Context: an optimization exercise on an open-source flow, tuned for small area and a short achievable clock period. The choices shown serve that exercise and are no tape-out recipe. The RTL was checked by simulation tests, not by an equivalence proof against the original design. Power figures rest on the tool's default switching activity, not on a simulated workload.

==> flow/flow/run.sh <==
#!/bin/bash
# The standard layout, with plain buf_1 cells as the port buffers, a clock
# tree without dummy loads and the ready/flush/issue_valid ports side by side.
set -euo pipefail
export BUFFER_PORTS_ARGS="-buffer_cell sky130_fd_sc_hd__buf_1"
export CTS_ARGS="-sink_clustering_enable -repair_clock_nets -dont_use_dummy_load -sink_clustering_size 24 -sink_clustering_max_diameter 150 -buf_list {sky130_fd_sc_hd__clkbuf_8 sky130_fd_sc_hd__clkbuf_16}"
export PRE_IO_PLACEMENT_TCL="$(pwd)/flow/io.tcl"
bash standard.sh > standard_flow.log 2>&1
==> flow/flow/io.tcl <==
# Keep the ports of the paths from inputs straight to outputs (unit ready and
# flush to issue_valid) next to each other.
set_io_pin_constraint -group -order -pin_names {alu_issue_valid alu_ready flush mul_ready mul_issue_valid div_ready div_issue_valid}
==> flow/standard.sh <==
#!/bin/bash
# synth_recipe.tcl (not shown) runs the flow's synth.tcl, then flattens the netlist and writes it again
# the make line also repeats each setting of config.mk as NAME=value (left out here)
make -C /OpenROAD-flow-scripts/flow DESIGN_CONFIG=/design/flow/config.mk WORK_HOME=/design/flow/orfs CLKGATE_MAP_FILE= SYNTH_SCRIPT=/design/flow/synth_recipe.tcl "${@:-finish}"
==> flow/config.mk <==
export PLATFORM = sky130hd
export DESIGN_NAME = rs_cluster
export DESIGN_NICKNAME = rs_cluster
export VERILOG_FILES = /design/flow/design.v
export SDC_FILE = /design/flow/constraint.sdc
export NUM_CORES = 4
export LEC_CHECK = 0
export ABC_CLOCK_PERIOD_IN_PS = 4000
export CAP_MARGIN = 20
export CORE_MARGIN = 2
export CORE_UTILIZATION = 65
export PLACE_DENSITY = 0.75
export SETUP_SLACK_MARGIN = 5.0
export SLEW_MARGIN = 20
==> flow/constraint.sdc <==
create_clock -name core_clock -period 9.0 [get_ports {clk}]
set_input_delay 1.8000 -clock core_clock [delete_from_list [all_inputs] [get_ports {clk}]]
set_output_delay 1.8000 -clock core_clock [all_outputs]
set_load 0.01 [all_outputs]
==> flow/design.v <==
package rs_pkg;
    localparam int PR_WIDTH  = 6;
    localparam int ROB_WIDTH = 5;
    localparam int OP_WIDTH  = 4;
    localparam int AGE_WIDTH = 8;
    localparam int ALU_DEPTH = 4;
    localparam int MUL_DEPTH = 2;
    localparam int DIV_DEPTH = 2;
    localparam int NUM_CDB = 4;
    typedef enum logic [1:0] {
        unit_alu,
        unit_mul,
        unit_div
    } rs_unit_e;
    typedef struct packed {
        rs_unit_e              unit;
        logic [PR_WIDTH-1:0]   ps1;
        logic                  ps1_valid;
        logic [PR_WIDTH-1:0]   ps2;
        logic                  ps2_valid;
        logic [PR_WIDTH-1:0]   pd;
        logic [ROB_WIDTH-1:0]  rob_id;
        logic [OP_WIDTH-1:0]   op;
        logic [AGE_WIDTH-1:0]  age;
    } rs_dispatch_t;
    typedef struct packed {
        logic                  busy;
        logic [PR_WIDTH-1:0]   ps1;
        logic                  ps1_valid;
        logic [PR_WIDTH-1:0]   ps2;
        logic                  ps2_valid;
        logic [PR_WIDTH-1:0]   pd;
        logic [ROB_WIDTH-1:0]  rob_id;
        logic [OP_WIDTH-1:0]   op;
        logic [AGE_WIDTH-1:0]  age;
    } rs_entry_t;
    typedef struct packed {
        logic [PR_WIDTH-1:0]   ps1;
        logic [PR_WIDTH-1:0]   ps2;
        logic [PR_WIDTH-1:0]   pd;
        logic [ROB_WIDTH-1:0]  rob_id;
        logic [OP_WIDTH-1:0]   op;
    } rs_issue_t;
    typedef struct packed {
        logic                  valid;
        logic [PR_WIDTH-1:0]   pd;
    } cdb_t;
endpackage
module rs_wakeup (
    input  logic [5:0]  tag,
    input  logic [3:0]  cdb_valid,
    input  logic [23:0] cdb_pd,
    output logic        hit
);
    always_comb begin
        hit = 1'b0;
        for (int b = 0; b < 4; b++) begin
            hit = hit | (cdb_valid[b] && tag == cdb_pd[6*b +: 6]);
        end
    end
endmodule
module rs_station #(
    parameter int DEPTH        = 4,
    parameter bit OLDEST_FIRST = 1'b1
) (
    input  logic         clk,
    input  logic         kill,         
    input  logic         flush,
    input  logic         write,
    input  logic [5:0]   d_ps1,
    input  logic         d_ps1_rdy,    
    input  logic [5:0]   d_ps2,
    input  logic         d_ps2_rdy,
    input  logic [14:0]  d_rest,       
    input  logic [7:0]   d_age,
    input  logic [3:0]   cdb_valid,
    input  logic [23:0]  cdb_pd,
    input  logic         ready,
    output logic         issue_valid,
    output logic [26:0]  issue,
    output logic         full
);
    logic [DEPTH-1:0]        busy;
    logic [DEPTH-1:0][5:0]   ps1;
    logic [DEPTH-1:0][5:0]   ps2;
    logic [DEPTH-1:0]        v1;
    logic [DEPTH-1:0]        v2;
    logic [DEPTH-1:0][14:0]  rest;
    logic [DEPTH-1:0]        sel;
    logic [DEPTH-1:0]        hit1;
    logic [DEPTH-1:0]        hit2;
    logic [DEPTH-1:0]        alloc;
    logic [DEPTH-1:0]        busy_n;
    logic [DEPTH-1:0]        v1_n;
    logic [DEPTH-1:0]        v2_n;
    logic [DEPTH-1:0]        rdy_n;
    logic [DEPTH-1:0]        sel_n;
    logic [DEPTH*8-1:0]      age;
    logic [DEPTH*DEPTH-1:0]  older;
    logic [DEPTH*DEPTH-1:0]  older_n;
    for (genvar i = 0; i < DEPTH; i++) begin : g_wake
        rs_wakeup i_w1 (.tag(ps1[i]), .cdb_valid(cdb_valid), .cdb_pd(cdb_pd), .hit(hit1[i]));
        rs_wakeup i_w2 (.tag(ps2[i]), .cdb_valid(cdb_valid), .cdb_pd(cdb_pd), .hit(hit2[i]));
    end
    assign full        = &busy;
    assign issue_valid = (|sel) && ready && !flush;
    for (genvar i = 0; i < DEPTH; i++) begin : g_alloc
        if (i == 0) begin : g_first
            assign alloc[i] = !busy[i];
        end else begin : g_rest
            assign alloc[i] = !busy[i] & (&busy[i-1:0]);
        end
    end
    always_comb begin
        if (kill) begin
            busy_n = '0;
        end else begin
            busy_n = (busy & ~(sel & {DEPTH{ready}})) | (alloc & {DEPTH{write}});
        end
        for (int i = 0; i < DEPTH; i++) begin
            v1_n[i] = busy[i] ? (v1[i] | hit1[i]) : d_ps1_rdy;
            v2_n[i] = busy[i] ? (v2[i] | hit2[i]) : d_ps2_rdy;
        end
        rdy_n = busy_n & v1_n & v2_n;
    end
    if (OLDEST_FIRST) begin : g_age
        logic [DEPTH-1:0] beats;
        for (genvar k = 0; k < DEPTH; k++) begin : g_cmp
            logic tie;
            if (k == 0) begin : g_first
                assign tie = 1'b0;
            end else begin : g_rest
                assign tie = !(&busy[k-1:0]);
            end
            rs_age_cmp i_cmp (.a(d_age), .b(age[8*k +: 8]), .tie(tie), .lt(beats[k]));
        end
        for (genvar i = 0; i < DEPTH; i++) begin : g_row
            always_ff @(posedge clk) begin
                if (!busy[i]) begin
                    age[8*i +: 8] <= d_age;
                end
            end
            for (genvar j = i + 1; j < DEPTH; j++) begin : g_pair
                assign older_n[i*DEPTH+j] = !busy[i] ? beats[j] :
                                            !busy[j] ? !beats[i] : older[i*DEPTH+j];
                always_ff @(posedge clk) begin
                    older[i*DEPTH+j] <= older_n[i*DEPTH+j];
                end
            end
        end
        for (genvar i = 0; i < DEPTH; i++) begin : g_sel
            logic [DEPTH-1:0] wins;
            for (genvar j = 0; j < DEPTH; j++) begin : g_w
                if (j < i) begin : g_lo
                    assign wins[j] = !rdy_n[j] | !older_n[j*DEPTH+i];
                end else if (j > i) begin : g_hi
                    assign wins[j] = !rdy_n[j] | older_n[i*DEPTH+j];
                end else begin : g_self
                    assign wins[j] = rdy_n[i];
                end
            end
            assign sel_n[i] = &wins;
        end
    end else begin : g_index
        for (genvar i = 0; i < DEPTH; i++) begin : g_sel
            if (i == 0) begin : g_first
                assign sel_n[i] = rdy_n[i];
            end else begin : g_rest
                assign sel_n[i] = rdy_n[i] & ~|rdy_n[i-1:0];
            end
        end
    end
    always_comb begin
        issue = '0;
        for (int i = 0; i < DEPTH; i++) begin
            issue = issue | ({27{sel[i]}} & {ps1[i], ps2[i], rest[i]});
        end
    end
    always_ff @(posedge clk) begin
        for (int i = 0; i < DEPTH; i++) begin
            if (!busy[i]) begin
                ps1[i]  <= d_ps1;
                ps2[i]  <= d_ps2;
                rest[i] <= d_rest;
            end
        end
        v1      <= v1_n;
        v2      <= v2_n;
        busy    <= busy_n;
        sel     <= sel_n;
    end
endmodule
module rs_age_cmp (
    input  logic [7:0] a,
    input  logic [7:0] b,
    input  logic       tie,
    output logic       lt
);
    always_comb begin
        lt = tie;
        for (int i = 0; i < 8; i++) begin
            lt = (a[i] ^ b[i]) ? b[i] : lt;
        end
    end
endmodule
module rs_cluster (
    input  logic         clk,
    input  logic         reset,
    input  logic         flush,
    input  logic         dispatch_valid,
    input  logic [1:0]   dispatch_unit,
    input  logic [5:0]   dispatch_ps1,
    input  logic         dispatch_ps1_valid,
    input  logic [5:0]   dispatch_ps2,
    input  logic         dispatch_ps2_valid,
    input  logic [5:0]   dispatch_pd,
    input  logic [4:0]   dispatch_rob_id,
    input  logic [3:0]   dispatch_op,
    input  logic [7:0]   dispatch_age,
    input  logic [3:0]   cdb_valid,
    input  logic [23:0]  cdb_pd,
    input  logic         alu_ready,
    input  logic         mul_ready,
    input  logic         div_ready,
    output logic         alu_issue_valid,
    output logic         mul_issue_valid,
    output logic         div_issue_valid,
    output logic [26:0]  alu_issue,
    output logic [26:0]  mul_issue,
    output logic [26:0]  div_issue,
    output logic         alu_full,
    output logic         mul_full,
    output logic         div_full
);
    logic        kill;
    logic        in_hit1;
    logic        in_hit2;
    logic        d_ps1_rdy;
    logic        d_ps2_rdy;
    logic [14:0] d_rest;
    assign kill   = reset | flush;
    assign d_rest = {dispatch_pd, dispatch_rob_id, dispatch_op};
    rs_wakeup i_in1 (.tag(dispatch_ps1), .cdb_valid(cdb_valid), .cdb_pd(cdb_pd), .hit(in_hit1));
    rs_wakeup i_in2 (.tag(dispatch_ps2), .cdb_valid(cdb_valid), .cdb_pd(cdb_pd), .hit(in_hit2));
    assign d_ps1_rdy = dispatch_ps1_valid | in_hit1;
    assign d_ps2_rdy = dispatch_ps2_valid | in_hit2;
    rs_station #(.DEPTH(4), .OLDEST_FIRST(1'b1)) i_alu_station (
        .clk(clk), .kill(kill), .flush(flush),
        .write(dispatch_valid && dispatch_unit == 2'd0),
        .d_ps1(dispatch_ps1), .d_ps1_rdy(d_ps1_rdy),
        .d_ps2(dispatch_ps2), .d_ps2_rdy(d_ps2_rdy),
        .d_rest(d_rest), .d_age(dispatch_age),
        .cdb_valid(cdb_valid), .cdb_pd(cdb_pd),
        .ready(alu_ready),
        .issue_valid(alu_issue_valid), .issue(alu_issue), .full(alu_full)
    );
    rs_station #(.DEPTH(2), .OLDEST_FIRST(1'b0)) i_mul_station (
        .clk(clk), .kill(kill), .flush(flush),
        .write(dispatch_valid && dispatch_unit == 2'd1),
        .d_ps1(dispatch_ps1), .d_ps1_rdy(d_ps1_rdy),
        .d_ps2(dispatch_ps2), .d_ps2_rdy(d_ps2_rdy),
        .d_rest(d_rest), .d_age(dispatch_age),
        .cdb_valid(cdb_valid), .cdb_pd(cdb_pd),
        .ready(mul_ready),
        .issue_valid(mul_issue_valid), .issue(mul_issue), .full(mul_full)
    );
    rs_station #(.DEPTH(2), .OLDEST_FIRST(1'b0)) i_div_station (
        .clk(clk), .kill(kill), .flush(flush),
        .write(dispatch_valid && dispatch_unit == 2'd2),
        .d_ps1(dispatch_ps1), .d_ps1_rdy(d_ps1_rdy),
        .d_ps2(dispatch_ps2), .d_ps2_rdy(d_ps2_rdy),
        .d_rest(d_rest), .d_age(dispatch_age),
        .cdb_valid(cdb_valid), .cdb_pd(cdb_pd),
        .ready(div_ready),
        .issue_valid(div_issue_valid), .issue(div_issue), .full(div_full)
    );
endmodule
==> reports/qor.csv, run 1 <==
stage,metric,value,unit
run_status,status,no timing/DRC/antenna violations,
yosys,synthFlopType,edfxtp_1,
yosys,syn_nets,1511,
pwr,swShare,25.5,%
yosys,netlist_area,0.0164,mm²
placement,io_buffers,160,
yosys,syn_avg_cell_area,11.4,µm²
finish,final_layout_size_suffix_gt1_share,6.59,%
yosys,synth_seq_area_share,50.0,%
yosys,synth.area.top_cells,"edfxtp_1 (45%), xnor2_1 (12%), xor2_1 (12%)",
placement,placed_area,0.0168,mm²
yosys,ys_types,67,
pwr,combPwrFrac,13.8,%
pwr,p_seq_share,60.2,%
placement,hpwlAfterDp,28800,µm
yosys,synth_cells,1435,
grt,grt_pass1_wl,68000,µm
critical_path,end_kind,output port,
floorplan,start_util,65.7,%
routing,routedWlPerCell,25.5,µm
floorplan,io_pins,161,
routing,first_iter_violations,1395,
pwr,p_sw,672,µW
timing,rsz0062_at_grt,yes,
yosys,synth_top_cell_by_area,edfxtp_1,
timing,period_needed,4.01,ns
grt,grt_pass1_vias,11500,
routing,dr.pass1.iters,5,
grt,overflow,0,
timing,worstMarginPinSlew,0.816,ns
timing,setup_viol_count_final,0,
yosys,ys_async_sr_fraction,0,%
yosys,synth-seq-cells,286,
floorplan,die_y,163,µm
routing,vias,11900,
floorplan,dieArea,0.0265,mm²
grt,grtUsageTotal,34.3,%
clock_network,h-tree-depth,1,
pwr,p_per_area,153,mW/mm²
critical_path,worstSetupPathType,in -> out,
pwr,cellLeakagePower,0.00598,µW
yosys,synth.top_cell.area_share,45.4,%
finish,syn2layout_area_growth,4.88,%
routing,ant_nets,0,
critical_path,cp.required,7.20,ns
floorplan,core,0.0250,mm²
clock_network,postCtsHoldBufs,0,
grt,grt_start_max_net_pins,41,
clock_network,clk_pin_slew,0.10,ns
clock_network,cts_buffer_depth,3,
critical_path,startpoint_type,primary input,
timing,tns,0,ns
routing,drc_errors,0,
pwr,clkPwrFrac,26.0,%
floorplan,rows,58,
worst_hold_path,hold_class,reg -> reg,
finish,final_cell_mix,"edfxtp_1 (248), xor2_1 (216), xnor2_1 (216)",
clock_network,cts_num_sinks,286,
pwr,p_int,1970,µW
yosys,yosys_warnings,4,
timing,slew_violations,0,
finish,nets,1550,
timing,hold_viol_final,0,
critical_path,arrival,2.21,ns
timing,finalCritPeriodShare,44.5,%
routing,wl,45900,µm
finish,antennaDiodeCount,0,
placement,gp_congestion,0.908,
clock_network,cts_tree,done,
floorplan,die_w,163,µm
finish,final_area,0.0172,mm²
critical_path,cp_max_fo,4,
grt,antenna_found_initial,0,
pwr,ir_drop,193,µV
yosys,synth_edf_count,248,
timing,max-slew-margin-rel,45.6,%
routing,vias_per_cell,6.60,
clock_network,cts_buffers,15,
run,drv_cap,0,
clock_network,clkLatencyLatePin,0.50,ns
timing,fin_skew,0.0331,ns
clock_network,clk_root_buffer_cell,clkbuf_16,
timing,maxClockFrequency,250,MHz
finish,layout_commonest_cell,edfxtp_1,
==> power by group through the flow <==
stage / Sequential (µW) / Combinational [µW] / Clock, µW
after floorplan: 1560 / 313 / 0
after global placement: 1610 / 342 / 0
after detailed placement: 1620 / 353 / 0
after CTS: 1590 / 356 / 690
after global routing: 1600 / 389 / 731
final: 1590 / 364 / 686
==> synth_stat cells (all sizes together), types with 3 or more instances <==
master	count
a221oi	5
dfxtp	38
xor2	216
inv	34
o211ai	3
nand4	75
buf	103
nor2b	8
maj3	5
a21oi	11
o31ai	3
edfxtp	248
nor2	38
a311oi	6
clkbuf	82
nor4	74
o21a	4
nor3b	5
nand3	15
a32oi	4
nand2	44
o21ai	10
a22o	55
nor3	26
xnor2	216
nand2b	5
a2111oi	3
a22oi	56
a31oi	11
==> per-layer routing <==
metal / wire, µm / part of all wire (%) / vias to the layer above / GRT usage, %
met5: 0 / 0 / - / 0
met4: 2060 / 4.5 / 0 / 14.2
met3: 5100 / 11 / 160 / 5.68
met2: 21300 / 46 / 793 / 55.5
met1: 17400 / 38 / 5766 / 46.4
li1: - / - / 5167 / -
==> worst max-delay path, stage by stage <==
cell,delay [ns]
buf_8,0.10
nor3b_2,0.15
buf_2,0.15
==> repair_timing <==
item                                    CTS  global route
endpoints found under the setup margin    3             7
buffers inserted                          0             1
pin swaps                                 3             1
resized for setup                        18             8
==> state kept, by name (all words and copies together), names as in the netlist, 6 cells and up <==
signal / count
i_div_station.rest: 30
i_mul_station.ps1: 12
i_mul_station.ps2: 12
i_mul_station.rest: 30
i_alu_station.ps2: 24
i_alu_station.ps1: 24
i_alu_station.rest: 60
i_div_station.ps2: 12
i_div_station.ps1: 12
i_alu_station.age: 32
i_alu_station.older: 6
==> per-stage QoR <==
step | hold WS (ns) | utilization, % | std cells | worst slack [ns] | total power (µW)
after global placement | 0.528 | 67.1 | 1786 | 4.72 | 1960
final | 0.554 | 68.9 | 1802 | 4.99 | 2640
after detailed placement | 0.534 | 67.1 | 1786 | 4.66 | 1970
after CTS | 0.553 | 68.8 | 1801 | 5.00 | 2630
after floorplan | 0.436 | - | 1435 | 5.08 | 1870
after global routing | 0.565 | 68.9 | 1802 | 4.97 | 2720
==> kinds of logic (layout without fill, tap and decap cells) <==
logic type	after synthesis	after routing	share of synthesized area (%)
XOR/XNOR	432	432	23.1
AO/OA/AOI/OAI	186	186	9.17
adder cells (fa/ha/maj)	7	7	0.480
AND/OR/NAND/NOR	304	304	10.3
flip-flops	286	286	50.0
buffers and inverters	220	257	6.92
==> path summary, 6_finish.rpt <==
check	startpoint	to	slack, ns	depth (start not counted)
max reg2reg	i_alu_station.busy[2]$_DFF_P_	i_alu_station.sel[3]$_DFF_P_	5.96	9
max	flush	mul_issue_valid	4.99	3
min	i_div_station.v1[1]$_DFF_P_	i_div_station.v1[1]$_DFF_P_	0.55	2
min reg2reg	i_div_station.v1[1]$_DFF_P_	i_div_station.v1[1]$_DFF_P_	0.55	2
==> layout make-up <==
cell class	instances	area (µm²)
fillers	1890	7750
multi-input cells	929	7080
repair buffers	207	1000
inverters	35	131
well taps	330	413
flip-flops and latches	286	8210
clock buffers	15	375
==> run 2, diff against run 1 <==
--- a/flow/config.mk
+++ b/flow/config.mk
@@ -5,7 +5,6 @@
 export SDC_FILE = /design/flow/constraint.sdc
 export NUM_CORES = 4
 export LEC_CHECK = 0
-export ABC_CLOCK_PERIOD_IN_PS = 4000
 export CAP_MARGIN = 20
 export CORE_MARGIN = 2
 export CORE_UTILIZATION = 65
==> run 2 against run 1 <==
  * Critical path depth unchanged
  * Non-clock buffer count did not move
  * Utilization is the same
  * Global-route usage unchanged
  * Combinational power hardly changed
  * Final cell count unchanged
  * Worst setup slack unchanged
  * Hold slack is the same
  * Flip-flop and latch count did not move
==> reports/qor.csv, run 2 <==
stage,metric,value,unit,change
run_status,status,no timing/DRC/antenna violations,,unchanged
critical_path,cp_max_fo,4,,unchanged
yosys,netlist_area,0.0164,mm²,unchanged
yosys,syn_nets,1511,,unchanged
grt,overflow,0,,unchanged
finish,largest_register_ffs,60,,unchanged
yosys,synth_edf_count,248,,unchanged
clock_network,clk_pin_slew,0.10,ns,about the same
yosys,yosysMostFrequentCell,edfxtp_1,,unchanged
timing,setup_viol_count_final,0,,unchanged
clock_network,cts_tree,done,,unchanged
yosys,synth-seq-cells,286,,unchanged
floorplan,start_util,65.7,%,unchanged
routing,wl_met1,17400,µm,unchanged
routing,ant_nets,0,,unchanged
timing,maxClockFrequency,250,MHz,unchanged
timing,period_needed,4.01,ns,unchanged
routing,first_iter_violations,1395,,unchanged
finish,seq_area,0.00821,mm²,unchanged
clock_network,cts_num_sinks,286,,unchanged
finish,multi_input_area,0.00708,mm²,unchanged
floorplan,core,0.0250,mm²,unchanged
finish,final_util,68.9,%,unchanged
routing,highest_layer,met4,,unchanged
grt,grt_pass1_vias,11500,,unchanged
routing,drc_errors,0,,unchanged
finish,nets,1550,,unchanged
finish,final_cell_mix,"edfxtp_1 (248), xor2_1 (216), xnor2_1 (216)",,unchanged
routing,wl,45900,µm,unchanged
routing,vias_per_cell,6.60,,unchanged
finish,regMostFlops,i_alu_station.rest,,unchanged
yosys,ys_async_sr_fraction,0,%,unchanged
timing,whs,0.554,ns,unchanged
yosys,synth_seq_area_share,50.0,%,unchanged
timing,hold_viol_final,0,,unchanged
pwr,finalPower,2640,µW,unchanged
pwr,clkPwrFrac,26.0,%,about the same
yosys,synth_cells,1435,,unchanged
yosys,synth.area.top_cells,"edfxtp_1 (45%), xnor2_1 (12%), xor2_1 (12%)",,unchanged
pwr,swShare,25.5,%,unchanged
floorplan,io_pins,161,,unchanged
floorplan,rows,58,,unchanged
clock_network,clk_root_buffer_cell,clkbuf_16,,unchanged
finish,layout_commonest_cell,edfxtp_1,,unchanged
clock_network,h-tree-depth,1,,unchanged
clock_network,cts_buffer_depth,3,,unchanged
floorplan,dieArea,0.0265,mm²,unchanged
yosys,ys_top_cells_by_count,"edfxtp_1 (248), xnor2_1 (216), xor2_1 (216)",,unchanged
routing,vias,11900,,unchanged
pwr,p_seq_share,60.2,%,about the same
finish,antennaDiodeCount,0,,unchanged
yosys,synth.top_cell.area_share,45.4,%,unchanged
clock_network,postCtsHoldBufs,0,,unchanged
critical_path,end_kind,output port,,unchanged
placement,hpwlAfterDp,28800,µm,unchanged
pwr,p_int,1970,µW,unchanged
finish,syn2layout_area_growth,4.88,%,unchanged
critical_path,cp.required,7.20,ns,about the same
pwr,ir_drop,193,µV,unchanged
timing,fin_skew,0.0331,ns,unchanged
grt,antenna_found_initial,0,,unchanged
placement,io_buffers,160,,unchanged
clock_network,clkLatencyLatePin,0.50,ns,about the same
grt,grtUsageTotal,34.3,%,unchanged
pwr,cellLeakagePower,0.00598,µW,unchanged
critical_path,worstSetupPathType,in -> out,,unchanged
routing,dr.pass1.iters,5,,unchanged
yosys,synthFlopType,edfxtp_1,,unchanged
finish,top_regs,"i_alu_station.rest: 60 flops, i_alu_station.age: 32 flops",,unchanged
placement,gp_congestion,0.908,,unchanged
critical_path,cp_slowest_cell,nor3b_2,,unchanged
finish,fillCellCount,1890,,unchanged
pwr,combPwrFrac,13.8,%,about the same
finish,final_layout_size_suffix_gt1_share,6.59,%,unchanged
yosys,ys_types,67,,unchanged
timing,slew_violations,0,,unchanged
clock_network,cts_buffers,15,,unchanged
timing,tns,0,ns,unchanged
pwr,p_per_area,153,mW/mm²,unchanged
grt,grt_start_max_net_pins,41,,unchanged
floorplan,die_y,163,µm,unchanged
critical_path,cpPeakStageDelay,0.15,ns,about the same
timing,worstMarginPinSlew,0.816,ns,unchanged
pwr,p_sw,672,µW,unchanged
yosys,yosys_warnings,4,,unchanged
grt,grt_pass1_wl,68000,µm,unchanged
routing,dr_wl_met3,5100,µm,unchanged
critical_path,startpoint_type,primary input,,unchanged
yosys,syn_avg_cell_area,11.4,µm²,unchanged
worst_hold_path,hold_class,reg -> reg,,unchanged
routing,wl_met2,21300,µm,unchanged
timing,max-slew-margin-rel,45.6,%,unchanged
timing,finalCritPeriodShare,44.5,%,unchanged
critical_path,path_cells,buf_8 > nor3b_2 > buf_2,,unchanged
run,drv_cap,0,,unchanged
timing,rsz0062_at_grt,yes,,unchanged
floorplan,die_w,163,µm,unchanged
yosys,synth_top_cell_by_area,edfxtp_1,,unchanged
critical_path,arrival,2.21,ns,about the same
routing,routedWlPerCell,25.5,µm,unchanged
run 2: cell counts in the layout (fill, tap and decap cells not counted):
Identical to the previous run, type by type.
run 2: layer usage:
layer | global-route usage [%] | up-vias
met5 | 0 | -
met4 | 14.2 | 0
met3 | 5.68 | 160
met2 | 55.5 | 793
met1 | 46.4 | 5766
li1 | - | 5167
run 2: cell type report:
type,instances,share of cell area [%]
multi-input cells,929,41.1
repair buffers,207,5.82
flip-flops and latches,286,47.7
clock buffers,15,2.18
inverters,35,0.763
well taps,330,2.40
run 2: through the flow:
step,std cells,cell area (µm²),setup WS [ns]
2_1_floorplan,1435,16400,5.08
3_3_place_gp,1786,16800,4.72
3_5_place_dp,1786,16800,4.66
4_1_cts,1801,17200,5.00
5_1_grt,1802,17200,4.97
6_report,1802,17200,4.99
run 2: cell families after synthesis:
| kind of cell | share of synthesized area (%) |
|---|---|
| buf+inv | 6.92 |
| fa+ha+maj | 0.480 |
| flops | 50.0 |
| compound gates | 9.17 |
| simple gates | 10.3 |
| xor+xnor | 23.1 |
run 2: repair_timing:
| item | 4_1_cts | 5_1_grt |
|---|---|---|
| gates cloned | 0 | 0 |
| gates resized for setup | 18 | 8 |
| buffers inserted | 0 | 1 |
| pin swaps | 3 | 1 |
| endpoints found under the setup margin | 3 | 7 |
run 2: final timing paths:
kind	cells after the start	slack, ns	startpoint	to
setup / recovery	3	4.99	flush	mul_issue_valid
setup reg to reg	9	5.96	i_alu_station.busy[2]$_DFF_P_	i_alu_station.sel[3]$_DFF_P_
hold reg to reg	2	0.55	i_div_station.v1[1]$_DFF_P_	i_div_station.v1[1]$_DFF_P_
hold / removal	2	0.55	i_div_station.v1[1]$_DFF_P_	i_div_station.v1[1]$_DFF_P_
run 2: power groups by stage:
stage	Combinational [µW]	Clock, µW	Sequential [µW]
after floorplan	313	0	1560
after global placement	342	0	1610
after detailed placement	353	0	1620
after CTS	356	690	1590
after global routing	389	731	1600
final	364	686	1590
run 2: worst max-delay path, delay by kind of cell:
family                 cells  cell delay, ns
buffers and inverters      2            0.25
and+or+nand+nor            1            0.15
==> run 3, diff against run 2 <==
==> flow/flow/run.sh (replaced) <==
#!/bin/bash
# The standard layout, with plain buf_1 cells as the port buffers, a clock
# tree without dummy loads, the ready/flush/issue_valid ports side by side, and
# timing repair aimed past the clock period (the clock itself stays 9 ns).
set -euo pipefail
export SETUP_SLACK_MARGIN=5.3
export BUFFER_PORTS_ARGS="-buffer_cell sky130_fd_sc_hd__buf_1"
export CTS_ARGS="-sink_clustering_enable -repair_clock_nets -dont_use_dummy_load -sink_clustering_size 24 -sink_clustering_max_diameter 150 -buf_list {sky130_fd_sc_hd__clkbuf_8 sky130_fd_sc_hd__clkbuf_16}"
export PRE_IO_PLACEMENT_TCL="$(pwd)/flow/io.tcl"
bash standard.sh > standard_flow.log 2>&1
--- a/flow/config.mk
+++ b/flow/config.mk
@@ -9,5 +9,4 @@
 export CORE_MARGIN = 2
 export CORE_UTILIZATION = 65
 export PLACE_DENSITY = 0.75
-export SETUP_SLACK_MARGIN = 5.0
 export SLEW_MARGIN = 20
==> run 3 against run 2 <==
  * Area after synthesis did not move
  * Die area did not move
  * Utilization rose by 0.46 points
  * Highest routed layer is now met5
  * Largest cell class unchanged
==> reports/qor.csv, run 3 <==
stage,metric,value,unit,change
run_status,status,no timing/DRC/antenna violations,,unchanged
timing,rsz0062_at_grt,yes,,unchanged
critical_path,startpoint_type,primary input,,unchanged
floorplan,core,0.0250,mm²,unchanged
clock_network,h-tree-depth,1,,unchanged
routing,wl,46000,µm,was 45900 µm
yosys,ys_top_cells_by_count,"edfxtp_1 (248), xnor2_1 (216), xor2_1 (216)",,unchanged
timing,finalCritPeriodShare,44.9,%,was 44.5%
clock_network,cts_setup_buffers,0,,unchanged
finish,largest_register_ffs,60,,unchanged
critical_path,arrival,2.24,ns,was 2.21 ns
critical_path,cp_max_fo,4,,unchanged
timing,period_needed,4.04,ns,was 4.01 ns
routing,dr.pass1.iters,5,,unchanged
finish,top_regs,"i_alu_station.rest: 60 flops, i_alu_station.age: 32 flops",,unchanged
grt,grt_start_max_net_pins,39,,was 41
yosys,yosys_warnings,4,,unchanged
pwr,p_seq_share,59.9,%,was 60.2%
yosys,synth_cells,1435,,unchanged
clock_network,clk_pin_slew,0.09,ns,was 0.10 ns
critical_path,crit_start,flush,,unchanged
critical_path,cp.required,7.20,ns,about the same
yosys,ys_types,67,,unchanged
pwr,swShare,25.7,%,was 25.5%
clock_network,cts_num_sinks,286,,unchanged
floorplan,dieArea,0.0265,mm²,unchanged
placement,gp_congestion,0.922,,was 0.908
critical_path,path_cells,buf_12 > nor3b_4 > buf_2,,was buf_8 > nor3b_2 > buf_2
yosys,synth_edf_count,248,,unchanged
critical_path,r2r_slack,5.95,ns,was 5.96 ns
pwr,p_per_area,153,mW/mm²,about the same
critical_path,cp_slowest_cell,nor3b_4,,was nor3b_2
yosys,syn_avg_cell_area,11.4,µm²,unchanged
clock_network,clk_root_buffer_cell,clkbuf_16,,unchanged
yosys,ys_async_sr_fraction,0,%,unchanged
timing,slew_violations,0,,unchanged
finish,nets,1549,,was 1550
clock_network,postCtsHoldBufs,0,,unchanged
grt,antenna_found_initial,4,,was 0
critical_path,end_kind,output port,,unchanged
floorplan,rows,58,,unchanged
yosys,yosysMostFrequentCell,edfxtp_1,,unchanged
routing,vias,11800,,was 11900
worst_hold_path,hold_path_depth,2,,unchanged
routing,drc_errors,0,,unchanged
timing,maxClockFrequency,247,MHz,was 250 MHz
yosys,synth-seq-cells,286,,unchanged
timing,fin_skew,0.0428,ns,was 0.0331 ns
timing,setup_viol_count_final,0,,unchanged
yosys,netlist_area,0.0164,mm²,unchanged
pwr,p_int,1970,µW,about the same
timing,tns,0,ns,unchanged
grt,overflow,0,,unchanged
run,drv_cap,0,,unchanged
timing,hold_viol_final,0,,unchanged
critical_path,worstReg2RegStart,i_alu_station.busy[0]$_DFF_P_,,was i_alu_station.busy[2]$_DFF_P_
routing,vias_per_cell,6.53,,was 6.60
grt,grtUsageTotal,34.8,%,was 34.3%
routing,ant_nets,0,,unchanged
placement,hpwlAfterDp,29500,µm,was 28800 µm
yosys,synth_top_cell_by_area,edfxtp_1,,unchanged
pwr,combPwrFrac,13.8,%,about the same
grt,grt_pass1_vias,11500,,about the same
clock_network,cts_buffer_depth,3,,unchanged
critical_path,path_buf_inv,2,,unchanged
pwr,clkPwrFrac,26.2,%,was 26.0%
floorplan,io_pins,161,,unchanged
finish,regMostFlops,i_alu_station.rest,,unchanged
yosys,synthFlopType,edfxtp_1,,unchanged
timing,max-slew-margin-rel,44.8,%,was 45.6%
floorplan,die_w,163,µm,unchanged
pwr,p_sw,682,µW,was 672 µW
yosys,syn_nets,1511,,unchanged
worst_hold_path,hold_class,reg -> reg,,unchanged
clock_network,cts_tree,done,,unchanged
timing,worstMarginPinSlew,0.821,ns,was 0.816 ns
finish,layout_commonest_cell,edfxtp_1,,unchanged
grt,grt_pass1_wl,69000,µm,was 68000 µm
routing,first_iter_violations,1287,,was 1395
finish,final_cell_mix,"edfxtp_1 (248), xor2_1 (216), xnor2_1 (216)",,unchanged
critical_path,critPathTopFamily,buffers and inverters,,unchanged
critical_path,worstSetupPathType,in -> out,,unchanged
worst_hold_path,min_to,i_div_station.v1[1]$_DFF_P_,,unchanged
clock_network,clkLatencyLatePin,0.52,ns,was 0.50 ns
timing,whs,0.548,ns,was 0.554 ns
yosys,synth_seq_area_share,50.0,%,unchanged
pwr,cellLeakagePower,0.00603,µW,was 0.00598 µW
worst_hold_path,hold_start,i_div_station.v1[1]$_DFF_P_,,unchanged
floorplan,start_util,65.7,%,unchanged
yosys,synth.area.top_cells,"edfxtp_1 (45%), xnor2_1 (12%), xor2_1 (12%)",,unchanged
critical_path,cpPeakStageDelay,0.17,ns,was 0.15 ns
critical_path,reg2reg_depth,9,,unchanged
finish,syn2layout_area_growth,5.57,%,was 4.88%
pwr,ir_drop,203,µV,was 193 µV
clock_network,cts_buffers,15,,unchanged
finish,final_layout_size_suffix_gt1_share,7.61,%,was 6.59%
yosys,synth.top_cell.area_share,45.4,%,unchanged
placement,io_buffers,160,,unchanged
critical_path,reg2reg_to,i_alu_station.sel[1]$_DFF_P_,,was i_alu_station.sel[3]$_DFF_P_
routing,routedWlPerCell,25.5,µm,about the same
floorplan,die_y,163,µm,unchanged
[run 3: cell counts after synthesis]
Identical to the previous run, type by type.
[run 3: metal layers]
metal	up-vias	share of wire, %	global-route usage, %
met5	-	0.056	0
met4	4	4.2	14.1
met3	153	10	7.23
met2	709	47	56.7
met1	5735	38	45.6
li1	5181	-	-
[run 3: logic make-up (layout without fill, tap and decap cells)]
group                    Yosys count  count (layout)  synth area share, %
AO/OA/AOI/OAI                    186             186                 9.17
adder cells (fa/ha/maj)            7               7                0.480
flip-flops                       286             286                 50.0
AND/OR/NAND/NOR                  304             304                 10.3
XOR/XNOR                         432             432                 23.1
other                              0               2                    0
buffers and inverters            220             256                 6.92
[run 3: layout make-up]
cell class,instances,area (µm²)
clock buffers,15,375
repair buffers,206,1060
diodes,2,5.00
fillers,1817,7640
well taps,330,413
multi-input cells,929,7130
inverters,35,131
flip-flops and latches,286,8210
[run 3: timing repair]
| item | in CTS | in global routing |
|---|---|---|
| endpoints found under the hold margin | 0 | 0 |
| resized for setup | 36 | 19 |
| pin swaps | 1 | 1 |
| endpoints found under the setup margin | 32 | 10 |
[run 3: power by group through the flow]
stage	Sequential (µW)	Combinational (µW)	Clock, µW
2_1_floorplan	1560	313	0
3_3_place_gp	1610	341	0
3_5_place_dp	1620	352	0
4_1_cts	1590	357	697
5_1_grt	1600	393	740
6_report	1590	367	695
[run 3: worst reg2reg max path, delay by kind of cell (launching register included)]
kind,cells,cell delay (ns)
AOI/OAI and AO/OA,4,1.08
DFF,1,0.63
and+or+nand+nor,3,0.63
buffers and inverters,2,0.67
[run 3: how the worst max path moves through the flow]
stage	endpoint	slack, ns	depth (start not counted)
floorplan	alu_issue_valid	5.21	1
global placement	i_alu_station.sel[0]$_DFF_P_	4.72	9
detailed placement	i_alu_station.sel[0]$_DFF_P_	4.57	9
CTS	mul_issue_valid	4.95	3
global route	mul_issue_valid	4.95	3
finish	div_issue_valid	4.96	3
[run 3: per-stage QoR]
| stage | instance area, µm² | power (µW) | worst slack (ns) | util [%] | std cells |
|---|---|---|---|---|---|
| global placement | 16800 | 1960 | 4.72 | 67.3 | 1786 |
| floorplan | 16400 | 1870 | 5.21 | - | 1435 |
| detailed placement | 16800 | 1970 | 4.57 | 67.3 | 1786 |
| global route | 17300 | 2730 | 4.95 | 69.4 | 1801 |
| finish | 17300 | 2650 | 4.96 | 69.4 | 1803 |
| CTS | 17300 | 2640 | 4.95 | 69.1 | 1801 |
==> run 4, diff against run 3 <==
==> flow/flow/run.sh (replaced) <==
#!/bin/bash
# The standard layout, with plain buf_1 cells as the port buffers, a clock
# tree without dummy loads and the ready/flush/issue_valid ports side by side.
set -euo pipefail
export BUFFER_PORTS_ARGS="-buffer_cell sky130_fd_sc_hd__buf_1"
export CTS_ARGS="-sink_clustering_enable -repair_clock_nets -dont_use_dummy_load -sink_clustering_size 12 -sink_clustering_max_diameter 80 -buf_list {sky130_fd_sc_hd__clkbuf_8}"
export PRE_IO_PLACEMENT_TCL="$(pwd)/flow/io.tcl"
bash standard.sh > standard_flow.log 2>&1
--- a/flow/config.mk
+++ b/flow/config.mk
@@ -9,4 +9,5 @@
 export CORE_MARGIN = 2
 export CORE_UTILIZATION = 65
 export PLACE_DENSITY = 0.75
+export SETUP_SLACK_MARGIN = 5.0
 export SLEW_MARGIN = 20
==> run 4 against run 3 <==
  * First-iteration DRC count fell by 3.7%
  * Area after synthesis did not move
  * Design area fell by 0.78%
  * Sequential share of layout area up 0.34 points
  * Clock power is 3.9% lower
  * Utilization down 0.54 points
  * Clock skew fell by 0.0021 ns
  * Worst setup slack gained 0.012 ns
  * Synthesized cell count unchanged
  * Register-to-register slack hardly changed
==> reports/qor.csv, run 4 <==
stage,metric,value,unit,change
run_status,status,no timing/DRC/antenna violations,,unchanged
finish,final_layout_size_suffix_gt1_share,6.95,%,was 7.61%
finish,layout_commonest_cell,edfxtp_1,,unchanged
timing,period_needed,4.03,ns,was 4.04 ns
grt,antenna_found_initial,0,,was 4
yosys,synth.area.top_cells,"edfxtp_1 (45%), xnor2_1 (12%), xor2_1 (12%)",,unchanged
placement,dp_slack,4.66,ns,was 4.57 ns
floorplan,rows,58,,unchanged
clock_network,cts_buffer_depth,3,,unchanged
finish,nets,1561,,was 1549
yosys,yosys_warnings,4,,unchanged
yosys,ys_types,67,,unchanged
grt,grt_pass1_vias,11600,,was 11500
grt,grt_start_max_net_pins,41,,was 39
critical_path,startpoint_type,primary input,,unchanged
timing,worstMarginPinSlew,0.857,ns,was 0.821 ns
yosys,yosysMostFrequentCell,edfxtp_1,,unchanged
finish,final_cell_mix,"edfxtp_1 (248), xor2_1 (216), xnor2_1 (216)",,unchanged
finish,antennaDiodeCount,0,,was 2
grt,grt_pass1_wl,68500,µm,was 69000 µm
timing,fin_skew,0.0407,ns,was 0.0428 ns
finish,top_regs,"i_alu_station.rest: 60 flops, i_alu_station.age: 32 flops",,unchanged
routing,drc_errors,0,,unchanged
routing,vias,11900,,was 11800
placement,gp_congestion,0.908,,was 0.922
clock_network,clk_root_buffer_cell,clkbuf_8,,was clkbuf_16
finish,fillCellCount,1902,,was 1817
yosys,netlist_area,0.0164,mm²,unchanged
critical_path,critPathTopFamily,buffers and inverters,,unchanged
timing,max-slew-margin-rel,42.9,%,was 44.8%
timing,rsz0062_at_grt,yes,,unchanged
yosys,synth_top_cell_by_area,edfxtp_1,,unchanged
critical_path,path_cells,buf_8 > nor3b_2 > buf_2,,was buf_12 > nor3b_4 > buf_2
clock_network,h-tree-depth,1,,unchanged
timing,hold_viol_final,0,,unchanged
floorplan,core,0.0250,mm²,unchanged
timing,maxClockFrequency,248,MHz,was 247 MHz
routing,dr.pass1.iters,6,,was 5
placement,placed_area,0.0168,mm²,about the same
finish,final_area,0.0172,mm²,was 0.0173 mm²
clock_network,clk_pin_slew,0.09,ns,about the same
clock_network,cts_setup_buffers,0,,unchanged
clock_network,cts_tree,done,,unchanged
yosys,syn_nets,1511,,unchanged
placement,io_buffers,160,,unchanged
critical_path,cpPeakStageDelay,0.17,ns,about the same
critical_path,path_buf_inv,2,,unchanged
yosys,synthFlopType,edfxtp_1,,unchanged
clock_network,cts_buffers,27,,was 15
placement,hpwlAfterDp,28800,µm,was 29500 µm
timing,tns,0,ns,unchanged
run,drv_cap,0,,unchanged
floorplan,io_pins,161,,unchanged
yosys,synth.top_cell.area_share,45.4,%,unchanged
routing,vias_per_cell,6.58,,was 6.53
routing,wl,46100,µm,was 46000 µm
worst_hold_path,hold_class,reg -> reg,,unchanged
routing,ant_nets,0,,unchanged
floorplan,die_y,163,µm,unchanged
finish,regMostFlops,i_alu_station.rest,,unchanged
clock_network,cts_num_sinks,286,,unchanged
critical_path,cp_slowest_cell,nor3b_2,,was nor3b_4
floorplan,die_w,163,µm,unchanged
critical_path,worstSetupPathType,in -> out,,unchanged
yosys,syn_avg_cell_area,11.4,µm²,unchanged
floorplan,start_util,65.7,%,unchanged
floorplan,dieArea,0.0265,mm²,unchanged
timing,finalCritPeriodShare,44.8,%,was 44.9%
grt,overflow,0,,unchanged
clock_network,clkLatencyLatePin,0.58,ns,was 0.52 ns
finish,largest_register_ffs,60,,unchanged
timing,setup_viol_count_final,0,,unchanged
critical_path,cp_max_fo,4,,unchanged
critical_path,cp.required,7.20,ns,about the same
finish,syn2layout_area_growth,4.75,%,was 5.57%
pwr,p_per_area,152,mW/mm²,was 153 mW/mm²
routing,first_iter_violations,1239,,was 1287
yosys,ys_async_sr_fraction,0,%,unchanged
critical_path,arrival,2.23,ns,was 2.24 ns
routing,routedWlPerCell,25.4,µm,was 25.5 µm
pwr,finalPower,2620,µW,was 2650 µW
critical_path,end_kind,output port,,unchanged
yosys,synth_seq_area_share,50.0,%,unchanged
yosys,synth_edf_count,248,,unchanged
timing,slew_violations,0,,unchanged
yosys,ys_top_cells_by_count,"edfxtp_1 (248), xnor2_1 (216), xor2_1 (216)",,unchanged
timing,layout_setup_ws,4.97,ns,was 4.96 ns
yosys,synth-seq-cells,286,,unchanged
yosys,synth_cells,1435,,unchanged
pwr,cellLeakagePower,0.00597,µW,was 0.00603 µW
pwr,ir_drop,149,µV,was 203 µV
grt,grtUsageTotal,34.4,%,was 34.8%
run 4: timing repair:
action,4_1_cts,5_1_grt
hold buffers,0,0
setup endpoints to repair,3,4
resized for setup,18,2
pin swaps,3,2
run 4: path summary, 6_finish.rpt:
kind / endpoint / cells past startpoint / startpoint / slack (ns)
max: alu_issue_valid / 3 / flush / 4.97
min: i_div_station.v1[1]$_DFF_P_ / 2 / i_div_station.v1[1]$_DFF_P_ / 0.55
max reg2reg: i_alu_station.sel[3]$_DFF_P_ / 9 / i_alu_station.busy[2]$_DFF_P_ / 5.96
min reg2reg: i_div_station.v1[1]$_DFF_P_ / 2 / i_div_station.v1[1]$_DFF_P_ / 0.55
run 4: per-layer routing:
layer | vias up | GRT usage, % | share of wire (%)
met2 | 766 | 55.5 | 46
met1 | 5810 | 45.9 | 38
met3 | 164 | 6.57 | 11
met5 | - | 0 | 0
li1 | 5192 | - | -
met4 | 0 | 14.9 | 4.7
run 4: cells by family after synthesis:
| family | count (synthesis) | synth area share (%) |
|---|---|---|
| xor gates and xnor gates | 432 | 23.1 |
| and+or+nand+nor | 304 | 10.3 |
| DFF | 286 | 50.0 |
| buffers and inverters | 220 | 6.92 |
| AOI/OAI and AO/OA | 186 | 9.17 |
| adders and majority gates | 7 | 0.480 |
run 4: area by class of cell:
cell class                 count  area (µm²)  area share [%]
inverter                      35         131           0.764
timing repair buffer         206         985            5.73
clock buffer                  27         372            2.16
multi-input combinational    929        7080            41.2
tap                          330         413            2.40
sequential                   286        8210            47.8
run 4: tightest hold or removal path: cells and delay by family (launching register included):
kind	cells	cell delay, ns
AND/OR/NAND/NOR	1	0.09
flip-flops	1	0.31
AO/OA/AOI/OAI	1	0.11
run 4: per-stage QoR:
stage | util, % | hold slack (ns) | cells
global placement | 67.1 | 0.528 | 1786
detailed placement | 67.1 | 0.534 | 1786
finish | 68.9 | 0.553 | 1813
floorplan | - | 0.436 | 1435
global route | 68.9 | 0.563 | 1813
CTS | 68.8 | 0.551 | 1813
run 4: power breakdown:
part	internal [µW]	total [µW]	switching, µW
Sequential	1510	1590	73.3
Clock	266	668	402
Combinational	150	363	213
Total	1930	2620	687
==> run 5, diff against run 4 <==
==> flow/flow/run.sh (replaced) <==
#!/bin/bash
# The standard layout, with plain buf_1 cells as the port buffers, a clock
# tree without dummy loads and the ready/flush/issue_valid ports side by side.
set -euo pipefail
export GPL_KEEP_OVERFLOW=0
export BUFFER_PORTS_ARGS="-buffer_cell sky130_fd_sc_hd__buf_1"
export CTS_ARGS="-sink_clustering_enable -repair_clock_nets -dont_use_dummy_load -sink_clustering_size 14 -sink_clustering_max_diameter 100 -buf_list {sky130_fd_sc_hd__clkbuf_8}"
export PRE_IO_PLACEMENT_TCL="$(pwd)/flow/io.tcl"
bash standard.sh > standard_flow.log 2>&1
==> run 5 against run 4 <==
  * Maximum frequency is 0.73% higher
  * Via count shrank 0.84%
  * Flip-flop and latch count did not move
  * Sequential share of layout area grew 0.61 points
  * Total power down 1.2%
  * Die area stayed put
  * Hold slack got worse by 0.0053 ns
  * Area after synthesis stayed put
  * Sequential power about the same
  * Non-clock buffer count is 40 lower
  * Largest power group unchanged
==> reports/qor.csv, run 5 <==
stage,metric,value,unit,change
timing,worstMarginPinSlew,1.06,ns,was 0.857 ns
critical_path,worstSetupPathType,in -> out,,unchanged
timing,max-slew-margin-rel,28.9,%,was 42.9%
grt,grt_start_max_net_pins,42,,was 41
routing,drc_errors,0,,unchanged
yosys,ys_async_sr_fraction,0,%,unchanged
routing,vias,11800,,was 11900
yosys,yosys_warnings,4,,unchanged
clock_network,cts_buffer_depth,3,,unchanged
yosys,synth_edf_count,248,,unchanged
critical_path,cp_max_fo,5,,was 4
grt,overflow,0,,unchanged
yosys,synth.top_cell.area_share,45.4,%,unchanged
finish,antennaDiodeCount,0,,unchanged
yosys,yosysMostFrequentCell,edfxtp_1,,unchanged
critical_path,arrival,2.20,ns,was 2.23 ns
finish,final_cell_mix,"edfxtp_1 (248), xor2_1 (216), xnor2_1 (216)",,unchanged
grt,grt_pass1_vias,11500,,was 11600
clock_network,cts_tree,done,,unchanged
yosys,synthFlopType,edfxtp_1,,unchanged
routing,vias_per_cell,6.68,,was 6.58
pwr,cellLeakagePower,0.00589,µW,was 0.00597 µW
critical_path,end_kind,output port,,unchanged
yosys,syn_avg_cell_area,11.4,µm²,unchanged
worst_hold_path,hold_class,reg -> reg,,unchanged
routing,ant_nets,0,,unchanged
placement,placed_area,0.0166,mm²,was 0.0168 mm²
timing,setup_viol_count_final,0,,unchanged
pwr,p_per_area,152,mW/mm²,about the same
run_status,status,no timing/DRC/antenna violations,,unchanged
timing,rsz0062_at_grt,yes,,unchanged
clock_network,h-tree-depth,1,,unchanged
clock_network,clkLatencyLatePin,0.58,ns,about the same
finish,top_regs,"i_alu_station.rest: 60 flops, i_alu_station.age: 32 flops",,unchanged
pwr,ir_drop,163,µV,was 149 µV
floorplan,die_y,163,µm,unchanged
critical_path,startpoint_type,primary input,,unchanged
run,drv_cap,0,,unchanged
routing,wl,46200,µm,was 46100 µm
placement,gp_congestion,0.947,,was 0.908
yosys,syn_nets,1511,,unchanged
routing,first_iter_violations,1341,,was 1239
timing,fin_skew,0.0687,ns,was 0.0407 ns
timing,hold_viol_final,0,,unchanged
yosys,synth-seq-cells,286,,unchanged
timing,period_needed,4.00,ns,was 4.03 ns
floorplan,dieArea,0.0265,mm²,unchanged
floorplan,io_pins,161,,unchanged
grt,grt_pass1_wl,69200,µm,was 68500 µm
floorplan,core,0.0250,mm²,unchanged
placement,io_buffers,160,,unchanged
finish,regMostFlops,i_alu_station.rest,,unchanged
yosys,synth.area.top_cells,"edfxtp_1 (45%), xnor2_1 (12%), xor2_1 (12%)",,unchanged
routing,routedWlPerCell,26.1,µm,was 25.4 µm
yosys,synth_cells,1435,,unchanged
finish,syn2layout_area_growth,3.55,%,was 4.75%
critical_path,cp.required,7.20,ns,about the same
finish,final_area,0.0170,mm²,was 0.0172 mm²
yosys,synth_top_cell_by_area,edfxtp_1,,unchanged
yosys,ys_types,67,,unchanged
placement,hpwlAfterDp,29600,µm,was 28800 µm
timing,slew_violations,0,,unchanged
timing,finalCritPeriodShare,44.4,%,was 44.8%
clock_network,cts_buffers,24,,was 27
routing,dr.pass1.iters,5,,was 6
yosys,ys_top_cells_by_count,"edfxtp_1 (248), xnor2_1 (216), xor2_1 (216)",,unchanged
clock_network,postCtsHoldBufs,0,,unchanged
grt,antenna_found_initial,0,,unchanged
clock_network,cts_num_sinks,286,,unchanged
clock_network,clk_pin_slew,0.10,ns,was 0.09 ns
yosys,netlist_area,0.0164,mm²,unchanged
finish,largest_register_ffs,60,,unchanged
finish,layout_commonest_cell,edfxtp_1,,unchanged
clock_network,clk_root_buffer_cell,clkbuf_8,,unchanged
yosys,synth_seq_area_share,50.0,%,unchanged
floorplan,rows,58,,unchanged
timing,maxClockFrequency,250,MHz,was 248 MHz
floorplan,start_util,65.7,%,unchanged
finish,final_layout_size_suffix_gt1_share,7.50,%,was 6.95%
pwr,finalPower,2590,µW,was 2620 µW
finish,nets,1518,,was 1561
grt,grtUsageTotal,34.7,%,was 34.4%
floorplan,die_w,163,µm,unchanged
timing,tns,0,ns,unchanged
## run 5: cell counts after synthesis
No cell type changed its count.
## run 5: cell type report
type	count	area [µm²]
Clock buffer	24	330
Fill cell	1910	7970
Inverter	35	131
Multi-Input combinational cell	929	7080
Sequential cell	286	8220
Tap cell	330	413
Timing Repair Buffer	166	813
## run 5: repair_timing
item	in CTS	in global routing
buffers inserted	0	0
hold endpoints to repair	0	0
endpoints found under the setup margin	6	7
pin swaps	3	0
gates resized for setup	20	18
## run 5: per-stage QoR
step | instances | hold slack, ns | setup slack (ns) | util (%)
finish | 1770 | 0.548 | 5.00 | 68.1
floorplan | 1435 | 0.436 | 5.08 | -
global route | 1770 | 0.579 | 4.98 | 68.1
CTS | 1770 | 0.547 | 5.00 | 67.9
detailed placement | 1746 | 0.523 | 4.38 | 66.3
global placement | 1740 | 0.523 | 3.97 | 65.8
## run 5: worst paths after layout
check | slack, ns | startpoint | to | depth (start not counted)
min reg2reg | 0.55 | i_mul_station.v1[1]$_DFF_P_ | i_mul_station.v1[1]$_DFF_P_ | 2
max | 5.00 | alu_ready | alu_issue_valid | 3
max reg2reg | 5.85 | i_alu_station.busy[0]$_DFF_P_ | i_alu_station.sel[1]$_DFF_P_ | 8
min | 0.55 | i_mul_station.v1[1]$_DFF_P_ | i_mul_station.v1[1]$_DFF_P_ | 2
## run 5: logic make-up (layout without fill, tap and decap cells)
kind of cell / Yosys count / count (layout) / share of synthesized area [%]
xor gates and xnor gates: 432 / 432 / 23.1
and+or+nand+nor: 304 / 304 / 10.3
DFF: 286 / 286 / 50.0
buffers and inverters: 220 / 225 / 6.92
AOI/OAI and AO/OA: 186 / 186 / 9.17
adders and majority gates: 7 / 7 / 0.480
## run 5: critical path: stages
cell,delay [ns]
buf_8,0.11
nor3b_2,0.14
buf_2,0.15
## run 5: metal layers
metal | vias to the layer above | wire (µm) | track usage, % | part of all wire [%]
met5 | - | 0 | 0 | 0
met4 | 0 | 2130 | 14.2 | 4.6
met3 | 173 | 4900 | 6.49 | 11
met2 | 790 | 21500 | 56.2 | 47
met1 | 5758 | 17700 | 46.3 | 38
li1 | 5111 | - | - | -
## run 5: power by group
part           internal (µW)  total, µW  switching, µW
combinational            145        353            208
sequential              1510       1590           77.2
clock                    238        643            405
==> run 6, diff against run 5 <==
--- a/flow/flow/run.sh
+++ b/flow/flow/run.sh
@@ -3,6 +3,7 @@
 # tree without dummy loads and the ready/flush/issue_valid ports side by side.
 set -euo pipefail
 export GPL_KEEP_OVERFLOW=0
+export SETUP_SLACK_MARGIN=5.15
 export BUFFER_PORTS_ARGS="-buffer_cell sky130_fd_sc_hd__buf_1"
 export CTS_ARGS="-sink_clustering_enable -repair_clock_nets -dont_use_dummy_load -sink_clustering_size 14 -sink_clustering_max_diameter 100 -buf_list {sky130_fd_sc_hd__clkbuf_8}"
 export PRE_IO_PLACEMENT_TCL="$(pwd)/flow/io.tcl"
--- a/flow/config.mk
+++ b/flow/config.mk
@@ -9,5 +9,4 @@
 export CORE_MARGIN = 2
 export CORE_UTILIZATION = 65
 export PLACE_DENSITY = 0.75
-export SETUP_SLACK_MARGIN = 5.0
 export SLEW_MARGIN = 20
==> run 6 against run 5 <==
  * Still clean
  * Clock skew up 0.0037 ns
  * Total power is 0.33% lower
  * Utilization is 0.13 points higher
  * Die area is the same
  * Design area rose by 0.18%
  * Clock power decreased by 0.8%
  * Area after synthesis unchanged
  * Flip-flop and latch count did not move
  * Hold slack hardly changed
  * Register-to-register slack barely moved
  * Largest cell class unchanged
  * Largest power group unchanged
==> reports/qor.csv, run 6 <==
stage,metric,value,unit,change
yosys,synthMuxAreaShare,0,%,unchanged
critical_path,cpPeakStageDelay,0.16,ns,was 0.15 ns
grt,overflow,0,,unchanged
critical_path,end_kind,output port,,unchanged
routing,dr.pass1.iters,5,,unchanged
pwr,combPwrFrac,13.6,%,about the same
yosys,netlist_area,0.0164,mm²,unchanged
timing,tns,0,ns,unchanged
yosys,synth-seq-cells,286,,unchanged
timing,period_needed,4.02,ns,was 4.00 ns
yosys,synth_top_family_by_area,XOR/XNOR gates,,unchanged
pwr,ir_drop,165,µV,was 163 µV
critical_path,cp_max_fo,4,,was 5
clock_network,clk_pin_slew,0.09,ns,was 0.10 ns
grt,antenna_found_initial,0,,unchanged
finish,regMostFlops,i_alu_station.rest,,unchanged
grt,grtUsageTotal,34.3,%,was 34.7%
yosys,ys_top_cells_by_count,"edfxtp_1 (248), xnor2_1 (216), xor2_1 (216)",,unchanged
yosys,synth_xor_area_share,23.1,%,unchanged
yosys,synth_seq_area_share,50.0,%,unchanged
pwr,p_int,1900,µW,about the same
floorplan,core,0.0250,mm²,unchanged
worst_hold_path,hold_path_depth,2,,unchanged
grt,grt_start_max_net_pins,42,,unchanged
critical_path,startpoint_type,primary input,,unchanged
clock_network,clk_root_buffer_cell,clkbuf_8,,unchanged
clock_network,h-tree-depth,1,,unchanged
floorplan,io_pins,161,,unchanged
critical_path,worstSetupPathType,in -> out,,unchanged
grt,grt_pass1_vias,11400,,was 11500
timing,slew_violations,0,,unchanged
timing,rsz0062_at_grt,yes,,unchanged
floorplan,start_util,65.7,%,unchanged
finish,nets,1516,,was 1518
pwr,cellLeakagePower,0.00590,µW,was 0.00589 µW
yosys,synth_compound_area_share,9.17,%,unchanged
finish,syn2layout_area_growth,3.74,%,was 3.55%
placement,hpwlAfterDp,29200,µm,was 29600 µm
yosys,syn_nets,1511,,unchanged
yosys,synth.area.top_cells,"edfxtp_1 (45%), xnor2_1 (12%), xor2_1 (12%)",,unchanged
routing,vias_per_cell,6.57,,was 6.68
clock_network,cts_buffer_depth,3,,unchanged
placement,io_buffers,160,,unchanged
run,drv_cap,0,,unchanged
floorplan,dieArea,0.0265,mm²,unchanged
finish,final_util,68.2,%,was 68.1%
floorplan,die_y,163,µm,unchanged
yosys,synth-adder-area-share,0.480,%,unchanged
clock_network,cts_buffers,24,,unchanged
pwr,p_seq_share,61.7,%,was 61.5%
finish,antennaDiodeCount,0,,unchanged
yosys,yosys_warnings,4,,unchanged
placement,dp.cells,1743,,was 1746
timing,maxClockFrequency,249,MHz,was 250 MHz
finish,final_layout_size_suffix_gt1_share,8.00,%,was 7.50%
critical_path,arrival,2.22,ns,was 2.20 ns
timing,setup_viol_count_final,0,,unchanged
finish,largest_register_ffs,60,,unchanged
grt,grt_pass1_wl,68400,µm,was 69200 µm
critical_path,reg2reg_depth,8,,unchanged
pwr,clkPwrFrac,24.7,%,was 24.9%
finish,layout.cells.non_filler,1768,,was 1770
routing,routedWlPerCell,25.7,µm,was 26.1 µm
yosys,syn_avg_cell_area,11.4,µm²,unchanged
yosys,ys_types,67,,unchanged
routing,drc_errors,0,,unchanged
pwr,swShare,26.4,%,was 26.7%
yosys,yosysMostFrequentCell,edfxtp_1,,unchanged
timing,worstMarginPinSlew,1.02,ns,was 1.06 ns
clock_network,clkLatencyLatePin,0.59,ns,was 0.58 ns
yosys,synthFlopType,edfxtp_1,,unchanged
timing,fin_skew,0.0723,ns,was 0.0687 ns
routing,vias,11600,,was 11800
yosys,synth.top_cell.area_share,45.4,%,unchanged
finish,final_cell_mix,"edfxtp_1 (248), xor2_1 (216), xnor2_1 (216)",,unchanged
routing,ant_nets,0,,unchanged
routing,first_iter_violations,1320,,was 1341
timing,finalCritPeriodShare,44.6,%,was 44.4%
critical_path,path_cells,buf_8 > nor3b_2 > buf_2,,unchanged
clock_network,cts_tree,done,,unchanged
worst_hold_path,hold_class,reg -> reg,,unchanged
clock_network,cts_num_sinks,286,,unchanged
floorplan,rows,58,,unchanged
yosys,ys_async_sr_fraction,0,%,unchanged
finish,top_regs,"i_alu_station.rest: 60 flops, i_alu_station.age: 32 flops",,unchanged
critical_path,cp_slowest_cell,buf_2,,unchanged
yosys,synth_top_cell_by_area,edfxtp_1,,unchanged
finish,fillCellCount,1925,,was 1910
placement,gp_congestion,1.01,,was 0.947
finish,layout_commonest_cell,edfxtp_1,,unchanged
yosys,synth_cells,1435,,unchanged
critical_path,cp.required,7.20,ns,about the same
yosys,synth-simple-area-share,10.3,%,unchanged
floorplan,die_w,163,µm,unchanged
timing,hold_viol_final,0,,unchanged
routing,wl,45500,µm,was 46200 µm
clock_network,postCtsHoldBufs,0,,unchanged
yosys,synth_edf_count,248,,unchanged
pwr,p_sw,681,µW,was 690 µW
timing,max-slew-margin-rel,32.2,%,was 28.9%
run_status,status,no timing/DRC/antenna violations,,unchanged
pwr,p_per_area,152,mW/mm²,about the same
## run 6: cell families after synthesis
logic type	count (synthesis)
buf+inv	220
flops	286
simple gates	304
fa+ha+maj	7
compound gates	186
xor+xnor	432
## run 6: through the flow
| stage | setup slack [ns] | power [µW] | hold slack [ns] | cell area (µm²) |
|---|---|---|---|---|
| floorplan | 5.17 | 1870 | 0.436 | 16400 |
| global route | 4.96 | 2660 | 0.579 | 17000 |
| global placement | 4.01 | 1950 | 0.525 | 16400 |
| detailed placement | 4.45 | 1960 | 0.531 | 16500 |
| finish | 4.98 | 2580 | 0.548 | 17000 |
| CTS | 5.01 | 2570 | 0.543 | 17000 |
## run 6: final timing paths
| kind | slack [ns] | end | from |
|---|---|---|---|
| worst min register to register | 0.55 | i_mul_station.v1[1]$_DFF_P_ | i_mul_station.v1[1]$_DFF_P_ |
| worst max register to register | 5.85 | i_alu_station.sel[1]$_DFF_P_ | i_alu_station.busy[0]$_DFF_P_ |
| worst max-delay path | 4.98 | alu_issue_valid | flush |
| worst min-delay path | 0.55 | i_mul_station.v1[1]$_DFF_P_ | i_mul_station.v1[1]$_DFF_P_ |
## run 6: layer usage
| layer | GRT usage [%] | routed length, µm |
|---|---|---|
| met5 | 0 | 0 |
| met4 | 13.4 | 2060 |
| met3 | 6.09 | 4030 |
| met2 | 56.3 | 21300 |
| met1 | 45.6 | 18100 |
## run 6: power by group through the flow
stage	Sequential, µW	Combinational, µW	Clock [µW]
after floorplan	1560	313	0
after detailed placement	1620	338	0
after global placement	1620	328	0
after CTS	1590	343	642
after global routing	1600	378	682
final	1590	351	638
## run 6: critical path, delay by kind of cell
family                 cells  cell delay, ns
buffers and inverters      2            0.26
and+or+nand+nor            1            0.15
## run 6: final cells by class
| type | count | area, µm² | area share [%] |
|---|---|---|---|
| tap | 330 | 413 | 2.43 |
| multi-input combinational | 929 | 7080 | 41.6 |
| sequential | 286 | 8220 | 48.3 |
| inverter | 35 | 131 | 0.772 |
| clock buffer | 24 | 330 | 1.94 |
| timing repair buffer | 164 | 842 | 4.95 |
## run 6: repair_timing
| action | CTS | global route |
|---|---|---|
| resized for setup | 26 | 32 |
| setup endpoints to repair | 7 | 8 |
| setup buffers | 1 | 0 |
| pin swaps | 3 | 0 |
==> run 7, diff against run 6 <==
--- a/flow/config.mk
+++ b/flow/config.mk
@@ -8,5 +8,5 @@
 export CAP_MARGIN = 20
 export CORE_MARGIN = 2
 export CORE_UTILIZATION = 65
-export PLACE_DENSITY = 0.75
+export PLACE_DENSITY = 0.9
 export SLEW_MARGIN = 20
==> run 7 against run 6 <==
  * Worst setup slack worse by 0.051 ns
  * Via count increased by 4.4%
  * First-iteration DRC count up 29%
  * Clock power rose by 0.9%
  * Flip-flop and latch count stayed put
  * Combinational power is 2% higher
  * Highest routed layer unchanged
  * Wire length up 2.2%
  * Hold slack better by 0.015 ns
  * Clock-buffer cell count is the same
  * Sequential share of layout area hardly changed
==> reports/qor.csv, run 7 <==
stage,metric,value,unit,change
yosys,ys_types,67,,unchanged
grt,overflow,0,,unchanged
floorplan,die_w,163,µm,unchanged
floorplan,io_pins,161,,unchanged
run_status,status,no timing/DRC/antenna violations,,unchanged
clock_network,postCtsHoldBufs,0,,unchanged
placement,hpwlAfterDp,29800,µm,was 29200 µm
timing,maxClockFrequency,246,MHz,was 249 MHz
critical_path,cp_slowest_cell,nor3b_4,,was buf_2
pwr,p_seq_share,61.4,%,was 61.7%
critical_path,cp_max_fo,4,,unchanged
clock_network,clk_pin_slew,0.10,ns,was 0.09 ns
timing,period_needed,4.07,ns,was 4.02 ns
pwr,cellLeakagePower,0.00592,µW,was 0.00590 µW
pwr,p_per_area,152,mW/mm²,about the same
clock_network,clkLatencyLatePin,0.58,ns,was 0.59 ns
finish,nets,1517,,was 1516
finish,final_util,68.2,%,about the same
finish,final_area,0.0170,mm²,about the same
yosys,synth_edf_count,248,,unchanged
finish,fillCellCount,1761,,was 1925
grt,grt_pass1_vias,12100,,was 11400
placement,placed_area,0.0166,mm²,was 0.0165 mm²
pwr,p_sw,695,µW,was 681 µW
floorplan,core,0.0250,mm²,unchanged
yosys,synth_seq_area_share,50.0,%,unchanged
grt,grt_start_max_net_pins,42,,unchanged
timing,setup_viol_count_final,0,,unchanged
yosys,ys_async_sr_fraction,0,%,unchanged
yosys,synthFlopType,edfxtp_1,,unchanged
grt,grt_pass1_wl,69600,µm,was 68400 µm
routing,drc_errors,0,,unchanged
timing,worstMarginPinSlew,1.04,ns,was 1.02 ns
run,drv_cap,0,,unchanged
floorplan,start_util,65.7,%,unchanged
yosys,syn_nets,1511,,unchanged
critical_path,critPathTopFamily,buffers and inverters,,unchanged
critical_path,startpoint_type,primary input,,unchanged
routing,dr.pass1.iters,7,,was 5
grt,grtUsageTotal,34.5,%,was 34.3%
routing,routedWlPerCell,26.3,µm,was 25.7 µm
clock_network,cts_buffer_depth,3,,unchanged
pwr,ir_drop,162,µV,was 165 µV
routing,vias_per_cell,6.85,,was 6.57
clock_network,cts_num_sinks,286,,unchanged
floorplan,rows,58,,unchanged
routing,vias,12100,,was 11600
finish,top_regs,"i_alu_station.rest: 60 flops, i_alu_station.age: 32 flops",,unchanged
critical_path,cp.depth,3,,unchanged
## run 7: worst paths after layout
check | to | start | slack [ns]
setup / recovery | mul_issue_valid | flush | 4.93
hold / removal | i_div_station.v1[1]$_DFF_P_ | i_div_station.v1[1]$_DFF_P_ | 0.56
setup reg to reg | i_alu_station.sel[1]$_DFF_P_ | i_alu_station.busy[0]$_DFF_P_ | 5.83
hold reg to reg | i_div_station.v1[1]$_DFF_P_ | i_div_station.v1[1]$_DFF_P_ | 0.56
## run 7: worst min-delay path, cell delays in order (launching register included)
cell and delay, ns:
dfxtp_1 0.31, nor2_1 0.09, a31oi_1 0.11
## run 7: per-stage QoR
stage	instances	total power, µW	hold slack [ns]
2_1_floorplan	1435	1870	0.436
3_3_place_gp	1740	1940	0.521
3_5_place_dp	1744	1960	0.533
4_1_cts	1769	2580	0.554
5_1_grt	1769	2660	0.581
6_report	1769	2590	0.563
## run 7: cells by family after synthesis
logic type | synth area share (%)
and+or+nand+nor | 10.3
AOI/OAI and AO/OA | 9.17
adders and majority gates | 0.480
DFF | 50.0
xor gates and xnor gates | 23.1
buffers and inverters | 6.92
## run 7: power by group through the flow
stage                     Clock [µW]  Sequential (µW)  Combinational (µW)
after global placement             0             1620                 325
after global routing             683             1600                 379
after CTS                        645             1590                 345
final                            644             1590                 358
after detailed placement           0             1620                 341
after floorplan                    0             1560                 313
## run 7: timing repair
action	in CTS	in global routing
pin swaps	2	1
gates resized for setup	22	38
hold endpoints to repair	0	0
setup buffers	1	0
setup endpoints to repair	24	7
## run 7: area by class of cell
type,count,area (µm²),share of cell area [%]
Tap cell,330,413,2.42
Sequential cell,286,8220,48.3
Clock buffer,24,330,1.94
Timing Repair Buffer,165,836,4.91
Multi-Input combinational cell,929,7100,41.7
Inverter,35,131,0.771
## run 7: layer usage
layer	track usage (%)	routed length, µm
met1	42.2	16600
met2	57.0	21800
met3	7.66	5180
met4	19.1	2900
met5	0	0

==> static timing again, ports no longer ideal <==
The results above use ideal ports. As a check the final layouts listed here were re-extracted and re-timed, cells and wires unchanged.
Step 1 sets driving cells, clkbuf_16 on the clock port and buf_2 on the other inputs (assumed; they add their load-dependent delay and slew).
Step 2, shift: input delay + t, output delay - t, t = (earliest + latest rising clock arrival at the registers) / 2. This alone moves slack from input paths to output paths.
a / b / c = ideal ports / drivers / drivers and shift; a / b = the first two.
| run | t, ns | slack for setup (ns) |
|---|---|---|
| run 1 | 0.534 | 4.994 / 4.954 / 4.563 |
| run 2 | 0.534 | 4.994 / 4.954 / 4.563 |
| run 3 | 0.543 | 4.959 / 4.902 / 4.832 |
| run 4 | 0.603 | 4.971 / 4.933 / 4.565 |
| run 5 | 0.598 | 5.000 / 4.961 / 4.444 |
| run 6 | 0.603 | 4.983 / 4.941 / 4.633 |
| run 7 | 0.590 | 4.932 / 4.886 / 4.514 |
After both steps setup and hold are still met in every run listed.
